Source: an optimization exercise on an open RTL-to-GDS flow (aim: small area, a short achievable clock period and few clock cycles per item). Production flows keep margins and buffers that such runs may drop. The RTL was checked by simulation tests, not by an equivalence proof against the original design.

== before ==
==> flow/design.v <==
package lpm_pkg;
  localparam logic CMD_LOOKUP = 1'b0;
  localparam logic CMD_WRITE  = 1'b1;
  typedef struct packed {
    logic        cmd;
    logic [3:0]  entry_index;
    logic        entry_valid;
    logic [31:0] entry_prefix;
    logic [31:0] entry_mask;
    logic [31:0] entry_gateway;
    logic [3:0]  entry_port;
    logic [31:0] lookup_addr;
  } in_item_t;
  typedef struct packed {
    logic        hit;
    logic [3:0]  match_index;
    logic [31:0] match_mask;
    logic [31:0] match_gateway;
    logic [3:0]  match_port;
  } out_item_t;
  typedef struct packed {
    logic      valid;
    in_item_t  item;
    out_item_t best;
  } lpm_flow_t;
endpackage
module lpm_cell (
  input  logic        clk_i,
  input  logic        rst_ni,
  input  logic        wr_i,
  input  logic        wr_valid_i,
  input  logic [31:0] wr_prefix_i,
  input  logic [31:0] wr_mask_i,
  input  logic [31:0] wr_gw_i,
  input  logic [3:0]  wr_port_i,
  input  logic [31:0] addr_i,
  output logic        match_o,
  output logic [31:0] mask_o,
  output logic [31:0] gw_o,
  output logic [3:0]  port_o
);
  logic        valid_q;
  logic [31:0] pm_q;
  always_ff @(posedge clk_i or negedge rst_ni) begin
    if (!rst_ni) begin
      valid_q <= 1'b0;
    end else if (wr_i) begin
      valid_q <= wr_valid_i;
    end
  end
  always_ff @(posedge clk_i) begin
    if (wr_i) begin
      pm_q   <= wr_prefix_i & wr_mask_i;
      mask_o <= wr_mask_i;
      gw_o   <= wr_gw_i;
      port_o <= wr_port_i;
    end
  end
  assign match_o = valid_q && (((addr_i & mask_o) ^ pm_q) == 32'd0);
endmodule
module lpm_cmp (
  input  logic [31:0] a_i,
  input  logic [31:0] b_i,
  input  logic        cin_i,
  output logic        ge_o
);
  logic [31:0] g0, p0;
  logic [15:0] g1, p1;
  logic [7:0]  g2, p2;
  logic [3:0]  g3, p3;
  logic [1:0]  g4, p4;
  logic        g5, p5;
  assign g0 = a_i & ~b_i;
  assign p0 = a_i | ~b_i;
  for (genvar k = 0; k < 16; k++) begin : g_l1
    assign g1[k] = g0[2*k+1] | (p0[2*k+1] & g0[2*k]);
    assign p1[k] = p0[2*k+1] & p0[2*k];
  end
  for (genvar k = 0; k < 8; k++) begin : g_l2
    assign g2[k] = g1[2*k+1] | (p1[2*k+1] & g1[2*k]);
    assign p2[k] = p1[2*k+1] & p1[2*k];
  end
  for (genvar k = 0; k < 4; k++) begin : g_l3
    assign g3[k] = g2[2*k+1] | (p2[2*k+1] & g2[2*k]);
    assign p3[k] = p2[2*k+1] & p2[2*k];
  end
  for (genvar k = 0; k < 2; k++) begin : g_l4
    assign g4[k] = g3[2*k+1] | (p3[2*k+1] & g3[2*k]);
    assign p4[k] = p3[2*k+1] & p3[2*k];
  end
  assign g5 = g4[1] | (p4[1] & g4[0]);
  assign p5 = p4[1] & p4[0];
  assign ge_o = g5 | (p5 & cin_i);
endmodule
module longest_prefix_match_lookup #(
  parameter int TABLE_ENTRIES = 16,
  parameter int PORT_COUNT    = 16
) (
  input  logic               clk_i,
  input  logic               rst_ni,
  input  logic               in_valid_i,
  output logic               in_stall_o,
  input  logic [137:0]       in_item_i,
  output logic               out_valid_o,
  input  logic               out_stall_i,
  output logic [72:0]        out_item_o
);
  localparam int N = TABLE_ENTRIES;
  lpm_pkg::in_item_t in;
  logic         adv;
  logic         acc;
  logic         in_wr;
  logic         in_lookup;
  assign in  = in_item_i;
  assign acc = adv && in_valid_i;
  assign in_wr = acc && (in.cmd == lpm_pkg::CMD_WRITE) &&
      (!in.entry_valid || (32'(in.entry_port) < PORT_COUNT));
  assign in_lookup = acc && (in.cmd == lpm_pkg::CMD_LOOKUP);
  logic [N-1:0] pw_sel;
  logic [3:0]  pw_idx;
  logic        pw_valid;
  logic [31:0] pw_prefix;
  logic [31:0] pw_mask;
  logic [31:0] pw_gw;
  logic [3:0]  pw_port;
  always_ff @(posedge clk_i or negedge rst_ni) begin
    if (!rst_ni) begin
      pw_sel <= '0;
    end else if (adv) begin
      for (int g = 0; g < N; g++) begin
        pw_sel[g] <= in_wr && (32'(in.entry_index) == g);
      end
    end
  end
  always_ff @(posedge clk_i) begin
    if (adv) begin
      pw_idx    <= in.entry_index;
      pw_valid  <= in.entry_valid;
      pw_prefix <= in.entry_prefix;
      pw_mask   <= in.entry_mask;
      pw_gw     <= in.entry_gateway;
      pw_port   <= in.entry_port;
    end
  end
  logic [N-1:0] wr_slot;
  logic [N-1:0] match;
  logic [31:0] mask [N];
  logic [31:0] gw   [N];
  logic [3:0]  port [N];
  for (genvar g = 0; g < N; g++) begin : g_slot
    assign wr_slot[g] = adv && pw_sel[g];
    lpm_cell u_cell (
      .clk_i       (clk_i),
      .rst_ni      (rst_ni),
      .wr_i        (wr_slot[g]),
      .wr_valid_i  (pw_valid),
      .wr_prefix_i (pw_prefix),
      .wr_mask_i   (pw_mask),
      .wr_gw_i     (pw_gw),
      .wr_port_i   (pw_port),
      .addr_i      (in.lookup_addr),
      .match_o     (match[g]),
      .mask_o      (mask[g]),
      .gw_o        (gw[g]),
      .port_o      (port[g])
    );
  end
  logic         pw_match;
  logic [N-1:0] match_fw;
  assign pw_match = pw_valid &&
      (((in.lookup_addr ^ pw_prefix) & pw_mask) == 32'd0);
  for (genvar g = 0; g < N; g++) begin : g_fw
    assign match_fw[g] = pw_sel[g] ? pw_match : match[g];
  end
  logic         s1_v;
  logic [N-1:0] s1_match;
  always_ff @(posedge clk_i or negedge rst_ni) begin
    if (!rst_ni) begin
      s1_v <= 1'b0;
    end else if (adv) begin
      s1_v <= acc;
    end
  end
  always_ff @(posedge clk_i) begin
    if (adv) begin
      s1_match <= in_lookup ? match_fw : '0;
    end
  end
  logic [N-1:0] cmp;
  logic         prio_q [N][N];
  for (genvar j = 0; j < N; j++) begin : g_cmp
    lpm_cmp u_cmp (
      .a_i   (pw_mask),
      .b_i   (mask[j]),
      .cin_i (32'(pw_idx) < j),
      .ge_o  (cmp[j])
    );
  end
  logic [N-1:0] pc_slot_q;
  logic [N-1:0] pc_cmp_q;
  always_ff @(posedge clk_i or negedge rst_ni) begin
    if (!rst_ni) begin
      pc_slot_q <= '0;
    end else if (adv) begin
      pc_slot_q <= pw_sel;
    end
  end
  always_ff @(posedge clk_i) begin
    if (adv) begin
      pc_cmp_q <= cmp;
    end
  end
  for (genvar i = 0; i < N; i++) begin : g_pi
    for (genvar j = i + 1; j < N; j++) begin : g_pj
      always_ff @(posedge clk_i) begin
        if (pc_slot_q[i]) begin
          prio_q[i][j] <= pc_cmp_q[j];
        end else if (pc_slot_q[j]) begin
          prio_q[i][j] <= !pc_cmp_q[i];
        end
      end
    end
  end
  logic [N-1:0] beats [N];
  for (genvar i = 0; i < N; i++) begin : g_bi
    for (genvar j = 0; j < N; j++) begin : g_bj
      if (i < j) begin : g_lo
        assign beats[i][j] = pc_slot_q[i] ? pc_cmp_q[j] :
                             pc_slot_q[j] ? !pc_cmp_q[i] : prio_q[i][j];
      end else if (i > j) begin : g_hi
        assign beats[i][j] = !beats[j][i];
      end else begin : g_eq
        assign beats[i][j] = 1'b1;
      end
    end
  end
  logic [N-1:0] win;
  for (genvar i = 0; i < N; i++) begin : g_win
    assign win[i] = s1_match[i] && ((~s1_match | beats[i]) == '1);
  end
  logic         s2_v;
  logic [N-1:0] s2_win;
  always_ff @(posedge clk_i or negedge rst_ni) begin
    if (!rst_ni) begin
      s2_v <= 1'b0;
    end else if (adv) begin
      s2_v <= s1_v;
    end
  end
  always_ff @(posedge clk_i) begin
    if (adv) begin
      s2_win <= win;
    end
  end
  lpm_pkg::out_item_t res;
  always_comb begin
    res = '0;
    for (int i = 0; i < N; i++) begin
      if (s2_win[i]) begin
        res.match_index   = res.match_index | 4'(i);
        res.match_mask    = res.match_mask | mask[i];
        res.match_gateway = res.match_gateway | gw[i];
        res.match_port    = res.match_port | port[i];
      end
    end
    res.hit = |s2_win;
  end
  logic      out_v_q;
  lpm_pkg::out_item_t out_q;
  assign adv = !(out_v_q && out_stall_i);
  always_ff @(posedge clk_i or negedge rst_ni) begin
    if (!rst_ni) begin
      out_v_q <= 1'b0;
    end else if (adv) begin
      out_v_q <= s2_v;
    end
  end
  always_ff @(posedge clk_i) begin
    if (adv) begin
      out_q <= res;
    end
  end
  assign in_stall_o  = !adv;
  assign out_valid_o = out_v_q;
  assign out_item_o  = out_q;
endmodule
Settings: LEC_CHECK=0, ABC_AREA=1, CAP_MARGIN=30, CORE_MARGIN=2, CORE_UTILIZATION=50, CTS_CLUSTER_DIAMETER=80, CTS_CLUSTER_SIZE=30, SETUP_SLACK_MARGIN=2.6, SLEW_MARGIN=30, TNS_END_PERCENT=20; clock period 5.0 ns.
standard.sh (not shown) runs the stock make flow with config.mk's settings and CLKGATE_MAP_FILE= SYNTH_SCRIPT=/design/flow/synth_recipe.tcl, a recipe that flattens the netlist after the stock synthesis.
==> flow/flow/run.sh <==
#!/bin/bash
# The standard layout (standard synthesis and ORFS steps unchanged), except
# that the input and output port buffers are buf_4 cells instead of the delay
# cells buffer_ports picks by default. make's full output goes to
# flow_standard.log in the work folder; ORFS keeps each step's log under orfs/logs.
set -euo pipefail
cd "$(dirname "$0")/.."
bash standard.sh "BUFFER_PORTS_ARGS=-buffer_cell sky130_fd_sc_hd__buf_4" finish > flow_standard.log 2>&1
Testbench counts of before, summed over its fixed seeds: cycles 24,160, items 24,128.
#### Input delta (after over before)
-- flow/design.v --
<<< before, line 117
      (!in.entry_valid || (32'(in.entry_port) < PORT_COUNT));
  assign in_lookup = acc && (in.cmd == lpm_pkg::CMD_LOOKUP);
  logic [N-1:0] pw_sel;
  logic [3:0]  pw_idx;
  logic        pw_valid;
>>> after, line 117
      (!in.entry_valid || (32'(in.entry_port) < PORT_COUNT));
  assign in_lookup = acc && (in.cmd == lpm_pkg::CMD_LOOKUP);
  logic        pw_v;
  logic [3:0]  pw_idx;
  logic        pw_valid;
<<< before, line 126
  always_ff @(posedge clk_i or negedge rst_ni) begin
    if (!rst_ni) begin
      pw_sel <= '0;
    end else if (adv) begin
      for (int g = 0; g < N; g++) begin
        pw_sel[g] <= in_wr && (32'(in.entry_index) == g);
      end
    end
  end
>>> after, line 126
  always_ff @(posedge clk_i or negedge rst_ni) begin
    if (!rst_ni) begin
      pw_v <= 1'b0;
    end else if (adv) begin
      pw_v <= in_wr;
    end
  end
<<< before, line 143
    end
  end
  logic [N-1:0] wr_slot;
  logic [N-1:0] match;
>>> after, line 141
    end
  end
  logic [N-1:0] pw_sel;
  logic [N-1:0] wr_slot;
  logic [N-1:0] match;
<<< before, line 149
  logic [3:0]  port [N];
  for (genvar g = 0; g < N; g++) begin : g_slot
    assign wr_slot[g] = adv && pw_sel[g];
    lpm_cell u_cell (
>>> after, line 148
  logic [3:0]  port [N];
  for (genvar g = 0; g < N; g++) begin : g_slot
    assign pw_sel[g]  = pw_v && (32'(pw_idx) == g);
    assign wr_slot[g] = adv && pw_sel[g];
    lpm_cell u_cell (
--- outcome ---
- The higher part of the Yosys area used for sequential elements came out of before.
- | number of instances in the synthesized netlist | before vs after | ≈ equal |
- The total routing usage reported by global routing of after exceeds that of before by 2.6 points.
- Routed wire length: after and before compared, lower one is before
- Of after and before, it is after that has the higher non-clock buffer count.
- Relative to before, the number of logic inverters in the finished layout measured on after has increased by a few percent.
- after gives less placement-stage cell area than before did.
- Taking before as the reference, in after register-to-register path setup slack went down, area share of xor/xnor cells in the synthesized design essentially unchanged, critical path depth went up 2.
Testbench counts of after, summed over its fixed seeds: cycles 24,160, items 24,128.

## static timing again, ports no longer ideal
The results above use ideal ports. As a check the final layouts listed here were re-extracted and re-timed, cells and wires unchanged. Step 1 sets driving cells, clkbuf_16 on the clock port and buf_2 on the other inputs (assumed; they add their load-dependent delay and slew). Step 2 times the ports against the registers' clock, not the clock port: input delays grow and output delays shrink by t, the midpoint of the rising clock arrivals with the driver on. Slacks: ideal / step 1 / step 2; pairs: ideal / step 1.
run | t, ns | slack for setup (ns) | worst hold slack (ns) | slew at the worst register clock pin (ns) | cell pins on the clock port's net
before | 0.949 | 2.294 / 2.294 / 1.502 | 0.206 / 0.146 / 0.472 | 0.12 / 0.12 | 1
after | 0.941 | 2.262 / 2.262 / 1.450 | 0.187 / 0.114 / 0.467 | 0.11 / 0.11 | 1
After both steps setup and hold are still met in every run listed. For after, which loses most, drivers alone change the setup slack by 0.000 ns; drivers and shift together by -0.812 ns.
